This design comes from an exercise in tuning for small area and a short achievable clock period on the open sky130 flow, not from production work.
Function was checked by simulation only, so behaviour that the tests miss may differ from the original.
No activity file was given, so power comes from the tool's default toggle rates.

Design comparator_512bit, start of the top module:
module comparator_512bit (
    input  logic                   clk,
    input  logic                   reset,
    input  logic                   in_valid,
    input  cmp_pkg::operand_pair_t operands,
    output logic                   result_valid,
    output cmp_pkg::cmp_result_u   result
);
clock: 2.8 ns
lec_check: 0
cap_margin: 20
core_area: 4 4 336 336
die_area: 0 0 340 340
setup_slack_margin: 1.2
slew_margin: 20
synth_hierarchical: 1
standard.sh (not shown) runs the stock make flow with config.mk's settings and CLKGATE_MAP_FILE= SYNTH_SCRIPT=/design/flow/synth_recipe.tcl, a recipe that flattens the netlist after the stock synthesis.
==> flow/flow/run.sh <==
#!/bin/bash
# Standard layout, with these changes: the port buffers are the smallest buffer, except that
# the output ports get a stronger buffer and stronger registers after global placement, the
# combinational cells start at their smallest size before floorplanning, and the operand
# pins are placed in runs of positions along the die edge.
set -uo pipefail
HERE=$(pwd)
export BUFFER_PORTS_ARGS="-buffer_cell sky130_fd_sc_hd__buf_1"
export POST_GLOBAL_PLACE_TCL="$HERE/flow/outbuf.tcl"
export PRE_FLOORPLAN_TCL="$HERE/flow/downsize.tcl"
export PRE_IO_PLACEMENT_TCL="$HERE/flow/io.tcl"
bash standard.sh > "$HERE/standard.log" 2>&1
Other scripts of this flow, unchanged in this note and not shown: flow/flow/downsize.tcl, flow/flow/io.tcl, flow/flow/outbuf.tcl
Rerun with:
--- a/flow/flow/run.sh
+++ b/flow/flow/run.sh
@@ -4,3 +4,4 @@
 # combinational cells start at their smallest size before floorplanning, and the operand
-# pins are placed in runs of positions along the die edge.
+# pins are placed in runs of positions along the die edge; clock tree synthesis adds no
+# dummy loads.
 set -uo pipefail
@@ -11,2 +12,3 @@
 export PRE_IO_PLACEMENT_TCL="$HERE/flow/io.tcl"
+export CTS_ARGS="-sink_clustering_enable -repair_clock_nets -dont_use_dummy_load -sink_clustering_size 8 -sink_clustering_max_diameter 60"
 bash standard.sh > "$HERE/standard.log" 2>&1
- CORE_AREA: 4 4 336 336 -> 4 4 316 316
- DIE_AREA: 0 0 340 340 -> 0 0 320 320
Result:
- hold slack gains 0.025 ns
- non-clock buffer count is unchanged
- combinational power stays flat
- power went down by 2.2%
- sequential share of layout area hardly moves
- via count stays flat
- worst setup slack gains 0.0090 ns
- die area went down by 11%
- critical path depth is unchanged
- design area went down by 1.6%
Rerun with:
--- a/flow/flow/run.sh
+++ b/flow/flow/run.sh
@@ -4,4 +4,3 @@
 # combinational cells start at their smallest size before floorplanning, and the operand
-# pins are placed in runs of positions along the die edge; clock tree synthesis adds no
-# dummy loads.
+# pins are placed in runs of positions along the die edge.
 set -uo pipefail
@@ -12,3 +11,2 @@
 export PRE_IO_PLACEMENT_TCL="$HERE/flow/io.tcl"
-export CTS_ARGS="-sink_clustering_enable -repair_clock_nets -dont_use_dummy_load -sink_clustering_size 8 -sink_clustering_max_diameter 60"
 bash standard.sh > "$HERE/standard.log" 2>&1
- CORE_AREA: 4 4 316 316 -> 4 4 306 306
- DIE_AREA: 0 0 320 320 -> 0 0 310 310
Outcome: Cell count shrinks by 1.9%. Worst hold slack is about the same. Wire length grows by 2.1%. Setup slack gets worse by 0.064 ns. Total power grows by about 1.3%. Via count hardly moves. Sequential power hardly moves.
Rerun with:
--- a/flow/flow/run.sh
+++ b/flow/flow/run.sh
@@ -4,3 +4,4 @@
 # combinational cells start at their smallest size before floorplanning, and the operand
-# pins are placed in runs of positions along the die edge.
+# pins are placed in runs of positions along the die edge; clock tree synthesis adds no
+# dummy loads.
 set -uo pipefail
@@ -11,2 +12,3 @@
 export PRE_IO_PLACEMENT_TCL="$HERE/flow/io.tcl"
+export CTS_ARGS="-sink_clustering_enable -repair_clock_nets -dont_use_dummy_load"
 bash standard.sh > "$HERE/standard.log" 2>&1
- CORE_AREA: 4 4 306 306 -> 4 4 316 316
- DIE_AREA: 0 0 310 310 -> 0 0 320 320
Sequential power is about the same.
Wire length decreases by a few percent.
Die area went up by a few percent.
Hold slack hardly moves.
Area after synthesis is unchanged.
Final cell count climbs slightly.
Sequential cell count is unchanged.
Count of clock-buffer cells in the layout stays the same.
Via count is about the same.
Final area rises slightly.
Synthesized cell count stays the same.

==> port drivers added, routing unchanged <==
How much do the figures lean on ideal ports? The routed layouts below were timed once more, with nothing changed but the port constraints.
Step 1 (the two cells are an assumption about what drives the block):
set clk [get_ports {clk}]
set_driving_cell -lib_cell sky130_fd_sc_hd__clkbuf_16 $clk
set_driving_cell -lib_cell sky130_fd_sc_hd__buf_2 [delete_from_list [all_inputs] $clk]
Step 2 moves the port delays by t, midway between the first and last clock arrival at a register: inputs arrive t later, outputs are due t later. That takes back most of the time a late clock gives input paths.
a / b / c = ideal / step 1 / step 2; a / b = the first two.
run	t (ns)	setup slack, ns	worst setup path after step 2	cell pins on the clock port's net
the first run	0.398	1.442 / 1.389 / 1.165	input to register	1
the second run	0.376	1.451 / 1.400 / 1.157	input to register	1
the third run	0.374	1.388 / 1.338 / 1.143	input to register	1
the fourth run	0.376	1.451 / 1.400 / 1.157	input to register	1
After both steps every run listed still meets setup and hold.
